Context: an optimization exercise on an open-source flow, tuned for small area and a short achievable clock period. The choices shown serve that exercise and are no tape-out recipe. At most, simulation tests tie the RTL to the original design; equivalence was not proved. Power figures rest on the tool's default switching activity, not on a simulated workload.

Setup of raven:
## pmp_csr_bank
module pmp_csr_bank #(
  parameter int PMP_LEN    = 54,
  parameter int NR_ENTRIES = 16
) (
  input  logic                      clk_i,
  input  logic                      rst_i,
  input  logic                      req_valid_i,
  input  logic [11:0]               req_addr_i,
  input  logic [1:0]                req_op_i,
  input  logic [63:0]               req_wdata_i,
  input  logic [1:0]                priv_lvl_i,
  output logic                      rsp_valid_o,
  output logic [63:0]               rsp_rdata_o,
  output logic                      rsp_error_o,
  output logic [16*PMP_LEN-1:0]     conf_addr_o,
  output logic [127:0]              conf_o,
  output logic                      cfg_changed_o
);
Size: ~1000 flip-flops.
clock: 8.0 ns
lec_check: 0
cap_margin: 20
core_margin: 2
core_utilization: 45
setup_slack_margin: 5
slew_margin: 20
standard.sh (not shown) runs the stock make flow with config.mk's settings and CLKGATE_MAP_FILE= SYNTH_SCRIPT=/design/flow/synth_recipe.tcl, a recipe that flattens the netlist after the stock synthesis.
==> flow/flow/run.sh <==
#!/bin/bash
# Layout: the standard ORFS flow (standard.sh), except that the input and
# output port buffers are the smallest buffer cell instead of the resizer's
# default pick (a 10 um2 delay buffer). Timing repair resizes them as needed.
set -o pipefail
export BUFFER_PORTS_ARGS="-buffer_cell sky130_fd_sc_hd__buf_1"
bash standard.sh > standard.log 2>&1
What ended raven was a tool error in 3_2_place_iop; the run never finished.
Edits applied to the flow inputs when going from raven to maple:
- CORE_UTILIZATION now 50, was 45
[summary]
- As the logs show, maple stopped at 3_2_place_iop after a tool error, so it never reached the end of the flow.
- From raven to maple the numbers moved as follows: share of async-settable or async-resettable flops after synthesis flat; share of the synthesized area in compound gates (AO/OA/AOI/OAI) was more or less identical; post-synthesis cell area essentially unchanged; floorplan row count lost 5.3%; share of synthesized cell area in and, or, nand and nor gates held.
- Summary of maple over raven: xor-xnor portion of the synthesized cell area now sits at about the same level; x dimension of the die decreased by about 5% relative to the old numbers.
- maple against raven: die extent in y has decreased; initial core utilization increased by 5.1 points relative to the old numbers.
No functional check of the RTL was part of any run of this note.

---

The RTL this note starts from:
==> flow/design.v <==
package pmp_pkg;
  typedef enum logic [1:0] {
    A_OFF   = 2'b00,
    A_TOR   = 2'b01,
    A_NA4   = 2'b10,
    A_NAPOT = 2'b11
  } pmp_amode_e;
  typedef struct packed {
    logic       locked;
    logic [1:0] reserved;
    logic [1:0] addr_mode;
    logic       x;
    logic       w;
    logic       r;
  } pmpcfg_t;
  typedef enum logic [1:0] {
    CSR_READ  = 2'b00,
    CSR_WRITE = 2'b01,
    CSR_SET   = 2'b10,
    CSR_CLEAR = 2'b11
  } csr_op_e;
  localparam logic [11:0] CSR_PMPCFG0  = 12'h3A0;
  localparam logic [11:0] CSR_PMPCFG2  = 12'h3A2;
  localparam logic [11:0] CSR_PMPADDR0 = 12'h3B0;
  localparam int          MAX_ENTRIES  = 16;
endpackage
import pmp_pkg::*;
module pmp_cfg_warl (
  input  pmp_pkg::pmpcfg_t old_cfg,
  input  logic [7:0] new_byte,
  input  logic       lock,
  output pmp_pkg::pmpcfg_t stored
);
  always_comb begin
    stored = old_cfg;
    if (!lock) begin
      stored.locked    = new_byte[7];
      stored.reserved  = 2'b00;
      stored.addr_mode = new_byte[4:3];
      stored.x         = new_byte[2];
      stored.w         = new_byte[1] & new_byte[0];
      stored.r         = new_byte[0];
    end
  end
endmodule
import pmp_pkg::*;
module pmp_csr_bank #(
  parameter int PMP_LEN    = 54,
  parameter int NR_ENTRIES = 16
) (
  input  logic                      clk_i,
  input  logic                      rst_i,
  input  logic                      req_valid_i,
  input  logic [11:0]               req_addr_i,
  input  logic [1:0]                req_op_i,
  input  logic [63:0]               req_wdata_i,
  input  logic [1:0]                priv_lvl_i,
  output logic                      rsp_valid_o,
  output logic [63:0]               rsp_rdata_o,
  output logic                      rsp_error_o,
  output logic [16*PMP_LEN-1:0]     conf_addr_o,
  output logic [127:0]              conf_o,
  output logic                      cfg_changed_o
);
  localparam int NE = 16;
  logic [NE-1:0][PMP_LEN-1:0] addr_q;
  logic [NE-1:0]              l_q, x_q, w_q, r_q;
  logic [NE-1:0][1:0]         a_q;
  logic [NE-1:0][7:0] cfg_byte;
  for (genvar k = 0; k < NE; k++) begin : g_cfg_byte
    assign cfg_byte[k] = {l_q[k], 2'b00, a_q[k], x_q[k], w_q[k], r_q[k]};
  end
  logic        is_cfg0, is_cfg2, is_cfg, is_addr, priv_ok, legal, wr;
  logic [3:0]  idx;
  logic [NE-1:0] addr_sel;
  logic        op_w, op_s;
  assign is_cfg0 = (req_addr_i == CSR_PMPCFG0);
  assign is_cfg2 = (req_addr_i == CSR_PMPCFG2);
  assign is_cfg  = is_cfg0 | is_cfg2;
  assign is_addr = (req_addr_i[11:4] == CSR_PMPADDR0[11:4]);
  assign priv_ok = (priv_lvl_i == 2'b11);
  assign legal   = priv_ok & (is_cfg | is_addr);
  assign idx     = req_addr_i[3:0];
  assign op_w    = (req_op_i == CSR_WRITE);
  assign op_s    = (req_op_i == CSR_SET);
  assign wr      = req_valid_i & !rst_i & legal & (req_op_i != CSR_READ);
  for (genvar i = 0; i < NE; i++) begin : g_sel
    assign addr_sel[i] = (idx == 4'(i));
  end
  logic [NE-1:0] addr_lock;
  for (genvar i = 0; i < NE; i++) begin : g_alock
    if (i + 1 < NE) begin : g_tor
      assign addr_lock[i] = l_q[i] | (l_q[i+1] & (a_q[i+1] == A_TOR));
    end else begin : g_last
      assign addr_lock[i] = l_q[i];
    end
  end
  logic [63:0] col_ld, col_val;
  assign col_ld  = {64{rst_i | op_w}} | req_wdata_i;
  assign col_val = rst_i ? 64'd0 : (op_w ? req_wdata_i : {64{op_s}});
  logic [NE-1:0] addr_en, cfg_en;
  for (genvar i = 0; i < NE; i++) begin : g_rows
    assign addr_en[i] = rst_i | (wr & is_addr & addr_sel[i] & !addr_lock[i]);
    if (i < 8) begin : g_c0
      assign cfg_en[i] = rst_i | (wr & is_cfg0 & !l_q[i]);
    end else begin : g_c2
      assign cfg_en[i] = rst_i | (wr & is_cfg2 & !l_q[i]);
    end
  end
  for (genvar i = 0; i < NE; i++) begin : g_addr
    for (genvar b = 0; b < PMP_LEN; b++) begin : g_bit
      always_ff @(posedge clk_i)
        if (addr_en[i] && col_ld[b]) addr_q[i][b] <= col_val[b];
    end
  end
  function automatic logic nb(input logic [63:0] ld, input logic [63:0] val,
                              input int c, input logic old);
    nb = ld[c] ? val[c] : old;
  endfunction
  for (genvar k = 0; k < NE; k++) begin : g_cfg
    localparam int C = (k % 8) * 8;
    always_ff @(posedge clk_i) begin
      if (cfg_en[k]) begin
        l_q[k]    <= nb(col_ld, col_val, C+7, l_q[k]);
        a_q[k][1] <= nb(col_ld, col_val, C+4, a_q[k][1]);
        a_q[k][0] <= nb(col_ld, col_val, C+3, a_q[k][0]);
        x_q[k]    <= nb(col_ld, col_val, C+2, x_q[k]);
        w_q[k]    <= nb(col_ld, col_val, C+1, w_q[k]) &
                     nb(col_ld, col_val, C+0, r_q[k]);
        r_q[k]    <= nb(col_ld, col_val, C+0, r_q[k]);
      end
    end
  end
  logic [PMP_LEN-1:0] addr_rd;
  logic [63:0]        cfg_rd, old_val;
  always_comb begin
    addr_rd = '0;
    for (int i = 0; i < NE; i++)
      addr_rd = addr_rd | ({PMP_LEN{addr_sel[i]}} & addr_q[i]);
  end
  assign cfg_rd  = req_addr_i[1] ? cfg_byte[15:8] : cfg_byte[7:0];
  assign old_val = priv_ok ? ((is_addr ? {{(64-PMP_LEN){1'b0}}, addr_rd} : 64'd0) |
                              (is_cfg  ? cfg_rd : 64'd0))
                           : 64'd0;
  logic [63:0] adiff, cdiff;
  always_comb begin
    adiff = '0;
    for (int b = 0; b < PMP_LEN; b++)
      adiff[b] = col_ld[b] & (col_val[b] ^ addr_rd[b]);
    cdiff = '0;
    for (int j = 0; j < 8; j++) begin
      if (!cfg_rd[8*j+7]) begin
        cdiff[8*j+7] = col_ld[8*j+7] & (col_val[8*j+7] ^ cfg_rd[8*j+7]);
        cdiff[8*j+4] = col_ld[8*j+4] & (col_val[8*j+4] ^ cfg_rd[8*j+4]);
        cdiff[8*j+3] = col_ld[8*j+3] & (col_val[8*j+3] ^ cfg_rd[8*j+3]);
        cdiff[8*j+2] = col_ld[8*j+2] & (col_val[8*j+2] ^ cfg_rd[8*j+2]);
        cdiff[8*j+0] = col_ld[8*j+0] & (col_val[8*j+0] ^ cfg_rd[8*j+0]);
        cdiff[8*j+1] = (nb(col_ld, col_val, 8*j+1, cfg_rd[8*j+1]) &
                        nb(col_ld, col_val, 8*j+0, cfg_rd[8*j+0])) ^ cfg_rd[8*j+1];
      end
    end
  end
  logic       wa, wc;
  logic [3:0] chg_d, chg_q;
  assign wa = wr & is_addr & !(|(addr_sel & addr_lock));
  assign wc = wr & is_cfg;
  for (genvar j = 0; j < 4; j++) begin : g_chg
    assign chg_d[j] = (wa & |adiff[16*j +: 16]) | (wc & |cdiff[16*j +: 16]);
  end
  always_ff @(posedge clk_i) begin
    rsp_valid_o <= req_valid_i & !rst_i;
    chg_q       <= chg_d;
    rsp_rdata_o <= old_val;
    rsp_error_o <= !legal;
  end
  assign cfg_changed_o = |chg_q;
  assign conf_o        = cfg_byte;
  assign conf_addr_o   = addr_q;
endmodule
Settings: LEC_CHECK=0, ABC_AREA=1, CAP_MARGIN=20, CORE_AREA=3 3 327 327, DIE_AREA=0 0 330 330, SETUP_SLACK_MARGIN=5, SLEW_MARGIN=20, TNS_END_PERCENT=5; clock period 8.0 ns.
Scripts as last shown in full above: flow/flow/run.sh
==> next run, changes <==
Settings changed: TNS_END_PERCENT 5 to 30.
Effect:
- The new run produced a clean layout
- global-route usage increases by 3.1 points
- via count increases by 4.5%
- combinational power increases by 19%
- non-clock buffer count increases by 219
- count of clock-buffer cells in the layout decreases by 17
- clock power increases by about 2%
- wire length increases by 10%
==> next run, changes <==
Settings changed: CTS_CLUSTER_DIAMETER from default to 120, CTS_CLUSTER_SIZE from default to 26, SETUP_SLACK_MARGIN 5 to 4.8, TNS_END_PERCENT 30 to 5.
The new run produced a clean layout.
Global-route usage drops by 3.7 points.
Worst setup slack got worse by 0.049 ns.
Synthesized area is unchanged.
Final area decreases by about 14%.
Wire length falls by 11%.
Sequential cell count does not change.

---

run A:
RTL: the design.v shown in full above, as it stands there.
Settings: LEC_CHECK=0, ABC_AREA=1, CAP_MARGIN=20, CORE_AREA=3 3 327 327, CTS_CLUSTER_DIAMETER=120, CTS_CLUSTER_SIZE=26, DIE_AREA=0 0 330 330, SETUP_SLACK_MARGIN=5, SLEW_MARGIN=20, TNS_END_PERCENT=5; clock period 8.0 ns.
Scripts as last shown in full above: flow/flow/run.sh
Run A completed; timing, DRC and antenna clean
diff inputs: run A => run B
- swapping 5 for 2 in TNS_END_PERCENT
[summary]
Against run A, run B comes in 0.92 points lower on area added between synthesis and finish. On final clock skew, run A tracks run B almost exactly. Going from run A to run B, global-route wire length before repair higher; remaining max-slew budget at the tightest pin lower; final-layout clock buffer total lower. Comparing run B against run A, there is no change at all in core box area.
[inputs] run C vs run B
- CAP_MARGIN: 20 -> 10
- CTS_CLUSTER_SIZE: 26 -> unset
- TNS_END_PERCENT: 2 -> 5
- SLEW_MARGIN: 20 -> 10
- CTS_CLUSTER_DIAMETER: 120 -> unset
Findings:
Run C: flow completed, timing, DRC and antenna clean
Run C vs. run B: required time of the critical path went down by 2.00 ns.
Run C ended up with a lower count of cells along the worst register-to-register path than run B did.
Compared with run B, in run C number of nets in the finished design higher, clock power grew by 78%.
The higher routed wire length came out of run C.
Changes observed in run C relative to run B: internal power summed over all cells up about 23%, total length of routed met2 wires fell by 1100 um.
The higher portion of the clock cycle consumed by the worst path in the final layout came out of run B.
Of the two values seen for class of the most critical setup path, reg2out was produced by run C and in2reg by run B.
Sort run C and run B by part of the total power dissipated in the clock network asc -> top: run B
Sort run C and run B by setup slack, ascending, and run B comes first.
Changes in run D relative to run C:
- setting CTS_CLUSTER_DIAMETER to 120 for the first time
- changing SLEW_MARGIN from 10 to 20
- setting GPL_ROUTABILITY_DRIVEN to 0 for the first time
- setting CTS_CLUSTER_SIZE to 26 for the first time
- changing CAP_MARGIN from 10 to 20
- Taking run C as the reference, in run D share of the clock period used by the worst path higher; net switching power of the design has decreased; total of cells resized after clock tree synthesis climbed 90.

---

== try-cedar ==
Another version of the RTL of pmp_csr_bank (not shown whole).
Size: about 3900 cells after synthesis, ~1100 I/O pins, about 46000 um^2 of cells after synthesis.
Settings: LEC_CHECK=0, CAP_MARGIN=20, CORE_AREA=3 3 327 327, DIE_AREA=0 0 330 330, SETUP_SLACK_MARGIN=5, SLEW_MARGIN=20, TNS_END_PERCENT=5; clock period 8.0 ns.
Scripts as last shown in full above: flow/flow/run.sh
Modified inputs, try-lagoon compared to try-cedar
# try-cedar
export LEC_CHECK = 0
export CAP_MARGIN = 20
export CORE_AREA = 3 3 327 327
export DIE_AREA = 0 0 330 330
export SETUP_SLACK_MARGIN = 5
export SLEW_MARGIN = 20
export TNS_END_PERCENT = 5
create_clock -name core_clock -period 8.0 [get_ports {clk_i}]
# try-lagoon
export LEC_CHECK = 0
export CAP_MARGIN = 20
export CORE_AREA = 3 3 327 327
export DIE_AREA = 0 0 330 330
export SETUP_SLACK_MARGIN = 5
export SLEW_MARGIN = 20
create_clock -name core_clock -period 8.0 [get_ports {clk_i}]
Results
try-lagoon ended with every stage complete and zero timing, DRC or antenna violations. Diff try-cedar -> try-lagoon: buffers inserted during post-CTS setup optimization went up about 60%; total length of routed met3 wires lost 0.70%. Against try-cedar, the final cell area of try-lagoon is higher. Higher worst slack on hold paths among try-cedar and try-lagoon: try-lagoon. From try-cedar to try-lagoon the numbers moved as follows: total design power now sits higher; combinational share of power picked up an extra 1.3 points.
## Diff of input files: try-garnet against try-lagoon
# try-lagoon
export LEC_CHECK = 0
export CAP_MARGIN = 20
export CORE_AREA = 3 3 327 327
export DIE_AREA = 0 0 330 330
export SETUP_SLACK_MARGIN = 5
export SLEW_MARGIN = 20
create_clock -name core_clock -period 8.0 [get_ports {clk_i}]
# try-garnet
export LEC_CHECK = 0
export ABC_AREA = 1
export CAP_MARGIN = 20
export CORE_AREA = 3 3 327 327
export DIE_AREA = 0 0 330 330
export SETUP_SLACK_MARGIN = 5
export SLEW_MARGIN = 20
export TNS_END_PERCENT = 5
create_clock -name core_clock -period 8.0 [get_ports {clk_i}]
On global-route usage, the higher figure sits with try-lagoon, not try-garnet. In try-garnet relative to try-lagoon, placed wire-length estimate had gone down by a few percent. Between try-lagoon and try-garnet, number of design-rule violations left by the first detailed-router iteration increased. Per the comparison of try-garnet with try-lagoon, proportion of synthesized flip-flops having asynchronous set or reset flat; post-layout utilization of the core dropped 2.8 points; worst setup slack shows an increase of 170 ps; combined area of all synthesized cells now larger; critical path depth shows a reduction of 8. The higher internal power consumption of try-garnet and try-lagoon is in try-lagoon. Number of hold violations in the final report came out exactly the same in try-garnet and try-lagoon.

[static timing again, ports no longer ideal]
The flow's constraints put no driver on any port. The routed layouts listed below were extracted and timed again, unchanged, in two steps. Step 1, drivers: a clkbuf_16 drives clk_i and a buf_2 each remaining input, both assumed. Step 2 moves the port delays by t, midway between the first and last clock arrival at a register: inputs arrive t later, outputs are due t later. That takes back most of the time a late clock gives input paths. a / b / c = ideal ports / drivers / drivers and shift; a / b = the first two.
run	t (ns)	slack for setup (ns)	pins driven straight from the clock port
the first run of note 2	0.784	4.650 / 4.425 / 3.641	1
the second run of note 2	0.792	4.680 / 4.600 / 3.899	1
the third run of note 2	0.746	4.631 / 4.440 / 3.694	1
run A	0.768	4.694 / 4.393 / 3.625	1
run B	0.750	4.600 / 4.536 / 3.786	1
run C	0.784	4.705 / 4.395 / 3.610	1
run D	0.764	4.686 / 4.554 / 3.790	1
try-cedar	0.793	4.411 / 4.139 / 3.346	1
try-lagoon	0.795	4.492 / 4.334 / 3.539	1
try-garnet	0.800	4.663 / 4.474 / 3.674	1
After both steps every run listed still meets setup and hold. The setup slack of run C, which loses most, moves by -0.310 ns with the drivers and by -1.095 ns with both steps.
